This design comes from an exercise in tuning for small area, a short achievable clock period and few clock cycles on the open sky130 flow, not from production work. Function was checked by simulation only, so behaviour that the tests miss may differ from the original.

==> flow/design.v <==
package cnn_axi_pkg;
  localparam logic [1:0] RESP_OKAY     = 2'b00;
  localparam logic [1:0] BURST_INCR    = 2'b01;
  localparam logic [3:0] CACHE_DEFAULT = 4'b0011;
  localparam logic [2:0] SIZE_16B      = 3'b100;
endpackage
module cnn_beat_reg #(
  parameter int DW = 128,
  parameter int IW = 120
) (
  input  logic          clk_i,
  input  logic          rst_ni,
  input  logic          idle_i,        
  input  logic          busy_i,        
  input  logic [IW-1:0] init_i,
  input  logic          hold_d_i,      
  input  logic          in_valid_i,
  output logic          in_ready_o,
  input  logic [DW-1:0] in_data_i,
  output logic          out_valid_o,
  input  logic          out_ready_i,
  output logic [DW-1:0] data_o
);
  logic          valid_q, valid_d, ready_q, load_q, ready_d;
  logic [DW-1:0] data_q;
  assign in_ready_o  = ready_q;
  assign out_valid_o = valid_q;
  assign data_o      = data_q;
  assign valid_d = valid_q ? ~out_ready_i : (in_valid_i & ready_q);
  assign ready_d = ~valid_d & ~hold_d_i;
  always_ff @(posedge clk_i or negedge rst_ni) begin
    if (!rst_ni) begin
      valid_q <= 1'b0;
      ready_q <= 1'b0;
      load_q  <= 1'b1;
    end else begin
      valid_q <= valid_d;
      ready_q <= ready_d;
      load_q  <= ready_d;
    end
  end
  always_ff @(posedge clk_i) begin
    if (load_q)
      data_q <= {in_data_i[DW-1:IW],
                 (in_data_i[IW-1:0] & {IW{busy_i}}) | (init_i & {IW{idle_i}})};
  end
endmodule
module cnn_axi_burst_master #(
  parameter int C_M_AXI_ID_WIDTH   = 12,
  parameter int C_M_AXI_ADDR_WIDTH = 64,
  parameter int C_M_AXI_DATA_WIDTH = 128,
  parameter int BURST_LEN          = 16,
  parameter int ID_VALUE           = 0
) (
  input  logic                            M_AXI_ACLK,
  input  logic                            M_AXI_ARESETN,
  input  logic                            INIT_AXI_TXN,
  input  logic [C_M_AXI_ADDR_WIDTH-1:0]   input_Addr_Offset,
  input  logic [C_M_AXI_ADDR_WIDTH-1:0]   output_Addr_Offset,
  output logic                            TXN_DONE,
  output logic                            ERROR,
  output logic [C_M_AXI_ID_WIDTH-1:0]     M_AXI_ARID,
  output logic [C_M_AXI_ADDR_WIDTH-1:0]   M_AXI_ARADDR,
  output logic [7:0]                      M_AXI_ARLEN,
  output logic [2:0]                      M_AXI_ARSIZE,
  output logic [1:0]                      M_AXI_ARBURST,
  output logic                            M_AXI_ARLOCK,
  output logic [3:0]                      M_AXI_ARCACHE,
  output logic [2:0]                      M_AXI_ARPROT,
  output logic [3:0]                      M_AXI_ARQOS,
  output logic                            M_AXI_ARVALID,
  input  logic                            M_AXI_ARREADY,
  input  logic [C_M_AXI_ID_WIDTH-1:0]     M_AXI_RID,
  input  logic [C_M_AXI_DATA_WIDTH-1:0]   M_AXI_RDATA,
  input  logic [1:0]                      M_AXI_RRESP,
  input  logic                            M_AXI_RLAST,
  input  logic                            M_AXI_RVALID,
  output logic                            M_AXI_RREADY,
  output logic [C_M_AXI_ID_WIDTH-1:0]     M_AXI_AWID,
  output logic [C_M_AXI_ADDR_WIDTH-1:0]   M_AXI_AWADDR,
  output logic [7:0]                      M_AXI_AWLEN,
  output logic [2:0]                      M_AXI_AWSIZE,
  output logic [1:0]                      M_AXI_AWBURST,
  output logic                            M_AXI_AWLOCK,
  output logic [3:0]                      M_AXI_AWCACHE,
  output logic [2:0]                      M_AXI_AWPROT,
  output logic [3:0]                      M_AXI_AWQOS,
  output logic                            M_AXI_AWVALID,
  input  logic                            M_AXI_AWREADY,
  output logic [C_M_AXI_DATA_WIDTH-1:0]   M_AXI_WDATA,
  output logic [C_M_AXI_DATA_WIDTH/8-1:0] M_AXI_WSTRB,
  output logic                            M_AXI_WLAST,
  output logic                            M_AXI_WVALID,
  input  logic                            M_AXI_WREADY,
  input  logic [C_M_AXI_ID_WIDTH-1:0]     M_AXI_BID,
  input  logic [1:0]                      M_AXI_BRESP,
  input  logic                            M_AXI_BVALID,
  output logic                            M_AXI_BREADY
);
  localparam int CW = (BURST_LEN > 1) ? $clog2(BURST_LEN) : 1;
  localparam logic [CW-1:0] LAST_BEAT = CW'(BURST_LEN - 1);
  localparam int LO = $clog2(C_M_AXI_DATA_WIDTH / 8);    
  logic busy_q, idle_q, done_q, err_q, arvalid_q, awvalid_q, bwait_q, wlast_q;
  logic [CW-1:0] wcnt_q;
  localparam int IW = C_M_AXI_ADDR_WIDTH - LO;
  logic [C_M_AXI_DATA_WIDTH-1:0] buf_data;
  logic arvalid_d, awvalid_d;
  logic start, bad_in, bad_out, bad;
  logic r_hs, w_hs, b_hs, r_bad;
  logic wvalid, rready;
  logic unused_ids;
  assign unused_ids = ^{M_AXI_RID, M_AXI_BID};
  assign bad_in  = (|input_Addr_Offset[LO-1:0])
                 | ((&input_Addr_Offset[11:8]) & (|input_Addr_Offset[7:LO]));
  assign bad_out = (|output_Addr_Offset[LO-1:0])
                 | ((&output_Addr_Offset[11:8]) & (|output_Addr_Offset[7:LO]));
  assign bad     = bad_in | bad_out;
  assign start   = INIT_AXI_TXN & ~busy_q;
  assign r_hs  = M_AXI_RVALID & rready;
  assign w_hs  = wvalid & M_AXI_WREADY;
  assign b_hs  = M_AXI_BVALID & bwait_q;
  assign r_bad = (M_AXI_RRESP != cnn_axi_pkg::RESP_OKAY)
               | (M_AXI_RLAST != wlast_q);
  cnn_beat_reg #(.DW(C_M_AXI_DATA_WIDTH), .IW(2 * IW)) u_buf (
    .clk_i       (M_AXI_ACLK),
    .rst_ni      (M_AXI_ARESETN),
    .idle_i      (idle_q),
    .busy_i      (busy_q),
    .init_i      ({output_Addr_Offset[C_M_AXI_ADDR_WIDTH-1:LO],
                   input_Addr_Offset[C_M_AXI_ADDR_WIDTH-1:LO]}),
    .hold_d_i    (arvalid_d | awvalid_d),
    .in_valid_i  (M_AXI_RVALID),
    .in_ready_o  (rready),
    .in_data_i   (M_AXI_RDATA),
    .out_valid_o (wvalid),
    .out_ready_i (M_AXI_WREADY),
    .data_o      (buf_data)
  );
  assign M_AXI_RREADY  = rready;
  assign M_AXI_WVALID  = wvalid;
  assign M_AXI_WDATA   = buf_data;
  assign M_AXI_WLAST   = wlast_q;
  assign M_AXI_WSTRB   = '1;
  assign M_AXI_BREADY  = bwait_q;
  assign M_AXI_ARVALID = arvalid_q;
  assign M_AXI_AWVALID = awvalid_q;
  assign TXN_DONE      = done_q;
  assign ERROR         = err_q;
  assign M_AXI_ARID    = C_M_AXI_ID_WIDTH'(ID_VALUE);
  assign M_AXI_ARADDR  = {buf_data[IW-1:0], LO'(0)};
  assign M_AXI_ARLEN   = 8'(BURST_LEN - 1);
  assign M_AXI_ARSIZE  = cnn_axi_pkg::SIZE_16B;
  assign M_AXI_ARBURST = cnn_axi_pkg::BURST_INCR;
  assign M_AXI_ARLOCK  = 1'b0;
  assign M_AXI_ARCACHE = cnn_axi_pkg::CACHE_DEFAULT;
  assign M_AXI_ARPROT  = 3'b000;
  assign M_AXI_ARQOS   = 4'd0;
  assign M_AXI_AWID    = C_M_AXI_ID_WIDTH'(ID_VALUE);
  assign M_AXI_AWADDR  = {buf_data[2*IW-1:IW], LO'(0)};
  assign M_AXI_AWLEN   = 8'(BURST_LEN - 1);
  assign M_AXI_AWSIZE  = cnn_axi_pkg::SIZE_16B;
  assign M_AXI_AWBURST = cnn_axi_pkg::BURST_INCR;
  assign M_AXI_AWLOCK  = 1'b0;
  assign M_AXI_AWCACHE = cnn_axi_pkg::CACHE_DEFAULT;
  assign M_AXI_AWPROT  = 3'b000;
  assign M_AXI_AWQOS   = 4'd0;
  assign arvalid_d = (start & ~bad) | (arvalid_q & ~M_AXI_ARREADY);
  assign awvalid_d = (start & ~bad) | (awvalid_q & ~M_AXI_AWREADY);
  always_ff @(posedge M_AXI_ACLK or negedge M_AXI_ARESETN) begin
    if (!M_AXI_ARESETN) begin
      busy_q    <= 1'b0;
      idle_q    <= 1'b1;
      done_q    <= 1'b0;
      err_q     <= 1'b0;
      arvalid_q <= 1'b0;
      awvalid_q <= 1'b0;
      bwait_q   <= 1'b0;
      wlast_q   <= 1'b0;
      wcnt_q    <= '0;
    end else begin
      busy_q    <= start | (busy_q & ~done_q);
      idle_q    <= ~(start | (busy_q & ~done_q));
      done_q    <= (start & bad) | b_hs;
      arvalid_q <= arvalid_d;
      awvalid_q <= awvalid_d;
      bwait_q   <= (bwait_q & ~M_AXI_BVALID) | (w_hs & wlast_q);
      if (start)
        err_q <= bad;
      else if ((r_hs & r_bad) | (b_hs & (M_AXI_BRESP != cnn_axi_pkg::RESP_OKAY)))
        err_q <= 1'b1;
      if (w_hs) begin
        wcnt_q  <= wcnt_q + 1'b1;
        wlast_q <= (wcnt_q == LAST_BEAT - 1'b1);
      end
    end
  end
endmodule
export LEC_CHECK = 0
export CAP_MARGIN = 20
export CORE_MARGIN = 2
export CORE_UTILIZATION = 24
export SETUP_SLACK_MARGIN = 3.3
export SLEW_MARGIN = 20
create_clock -name core_clock -period 5.5 [get_ports {M_AXI_ACLK}]
standard.sh (not shown) runs the stock make flow with config.mk's settings and CLKGATE_MAP_FILE= SYNTH_SCRIPT=/design/flow/synth_recipe.tcl, a recipe that flattens the netlist after the stock synthesis.
==> flow/flow/run.sh <==
#!/bin/bash
# Standard ORFS layout with these changes: ports are buffered with the
# smallest plain buffer instead of the default delay buffer; one tie cell
# of each kind drives all constant outputs; CTS adds no dummy clock loads
# and clusters more sinks per leaf buffer.
set -euo pipefail
export BUFFER_PORTS_ARGS="-buffer_cell sky130_fd_sc_hd__buf_1"
export SKIP_REPAIR_TIE_FANOUT=1
export CTS_ARGS='-sink_clustering_enable -repair_clock_nets -dont_use_dummy_load -sink_clustering_size 30 -sink_clustering_max_diameter 150 -buf_list {sky130_fd_sc_hd__clkbuf_4 sky130_fd_sc_hd__clkbuf_8}'
bash standard.sh > standard.log 2>&1
The first run died in I/O pin placement (3_2_place_iop) with PPL-0024.
Testbench counts at the start, summed over its fixed seeds: cycles 13,992.
Change:
--- a/flow/design.v
+++ b/flow/design.v
@@ -8,13 +8,12 @@
   parameter int DW = 128,
   parameter int IW = 120
 ) (
   input  logic          clk_i,
   input  logic          rst_ni,
   input  logic          idle_i,        
-  input  logic          busy_i,        
   input  logic [IW-1:0] init_i,
   input  logic          hold_d_i,      
   input  logic          in_valid_i,
   output logic          in_ready_o,
   input  logic [DW-1:0] in_data_i,
   output logic          out_valid_o,
@@ -38,14 +37,13 @@
       ready_q <= ready_d;
       load_q  <= ready_d;
     end
   end
   always_ff @(posedge clk_i) begin
     if (load_q)
-      data_q <= {in_data_i[DW-1:IW],
-                 (in_data_i[IW-1:0] & {IW{busy_i}}) | (init_i & {IW{idle_i}})};
+      data_q <= idle_i ? {in_data_i[DW-1:IW], init_i} : in_data_i;
   end
 endmodule
 module cnn_axi_burst_master #(
   parameter int C_M_AXI_ID_WIDTH   = 12,
   parameter int C_M_AXI_ADDR_WIDTH = 64,
   parameter int C_M_AXI_DATA_WIDTH = 128,
@@ -97,13 +95,13 @@
   input  logic                            M_AXI_BVALID,
   output logic                            M_AXI_BREADY
 );
   localparam int CW = (BURST_LEN > 1) ? $clog2(BURST_LEN) : 1;
   localparam logic [CW-1:0] LAST_BEAT = CW'(BURST_LEN - 1);
   localparam int LO = $clog2(C_M_AXI_DATA_WIDTH / 8);    
-  logic busy_q, idle_q, done_q, err_q, arvalid_q, awvalid_q, bwait_q, wlast_q;
+  logic busy_q, done_q, err_q, arvalid_q, awvalid_q, bwait_q, wlast_q;
   logic [CW-1:0] wcnt_q;
   localparam int IW = C_M_AXI_ADDR_WIDTH - LO;
   logic [C_M_AXI_DATA_WIDTH-1:0] buf_data;
   logic arvalid_d, awvalid_d;
   logic start, bad_in, bad_out, bad;
   logic r_hs, w_hs, b_hs, r_bad;
@@ -121,14 +119,13 @@
   assign b_hs  = M_AXI_BVALID & bwait_q;
   assign r_bad = (M_AXI_RRESP != cnn_axi_pkg::RESP_OKAY)
                | (M_AXI_RLAST != wlast_q);
   cnn_beat_reg #(.DW(C_M_AXI_DATA_WIDTH), .IW(2 * IW)) u_buf (
     .clk_i       (M_AXI_ACLK),
     .rst_ni      (M_AXI_ARESETN),
-    .idle_i      (idle_q),
-    .busy_i      (busy_q),
+    .idle_i      (~busy_q),
     .init_i      ({output_Addr_Offset[C_M_AXI_ADDR_WIDTH-1:LO],
                    input_Addr_Offset[C_M_AXI_ADDR_WIDTH-1:LO]}),
     .hold_d_i    (arvalid_d | awvalid_d),
     .in_valid_i  (M_AXI_RVALID),
     .in_ready_o  (rready),
     .in_data_i   (M_AXI_RDATA),
@@ -166,23 +163,21 @@
   assign M_AXI_AWQOS   = 4'd0;
   assign arvalid_d = (start & ~bad) | (arvalid_q & ~M_AXI_ARREADY);
   assign awvalid_d = (start & ~bad) | (awvalid_q & ~M_AXI_AWREADY);
   always_ff @(posedge M_AXI_ACLK or negedge M_AXI_ARESETN) begin
     if (!M_AXI_ARESETN) begin
       busy_q    <= 1'b0;
-      idle_q    <= 1'b1;
       done_q    <= 1'b0;
       err_q     <= 1'b0;
       arvalid_q <= 1'b0;
       awvalid_q <= 1'b0;
       bwait_q   <= 1'b0;
       wlast_q   <= 1'b0;
       wcnt_q    <= '0;
     end else begin
       busy_q    <= start | (busy_q & ~done_q);
-      idle_q    <= ~(start | (busy_q & ~done_q));
       done_q    <= (start & bad) | b_hs;
       arvalid_q <= arvalid_d;
       awvalid_q <= awvalid_d;
       bwait_q   <= (bwait_q & ~M_AXI_BVALID) | (w_hs & wlast_q);
       if (start)
         err_q <= bad;
Now the flow produced a clean layout. Area after synthesis is higher by 3.1%. Synthesized cell count came out lower by 2.9%.
Testbench counts after the change, summed over its fixed seeds: cycles 13,992.

[afterwards: timing with drivers on the ports]
The flow's constraints put no driver on any port. The routed layout listed below was extracted and timed again, unchanged, in two steps. Step 1, drivers: a clkbuf_16 drives M_AXI_ACLK and a buf_2 each remaining input, both assumed. Step 2 also shifts input and output timing later by t, the mid clock arrival at the registers, as if the neighbouring blocks saw the same clock. a / b / c = ideal / step 1 / step 2; a / b = the first two.
run: the second run
t, ns: 0.465
setup slack, ns: 3.304 / 3.264 / 3.073
worst setup path at the end: input to register
clock arrival spread, ns: 0.034 / 0.034
worst register clock-pin slew, ns: 0.10 / 0.10
After both steps setup and hold are still met in the second run. The setup slack of the second run moves by -0.040 ns with the drivers and by -0.231 ns with both steps.
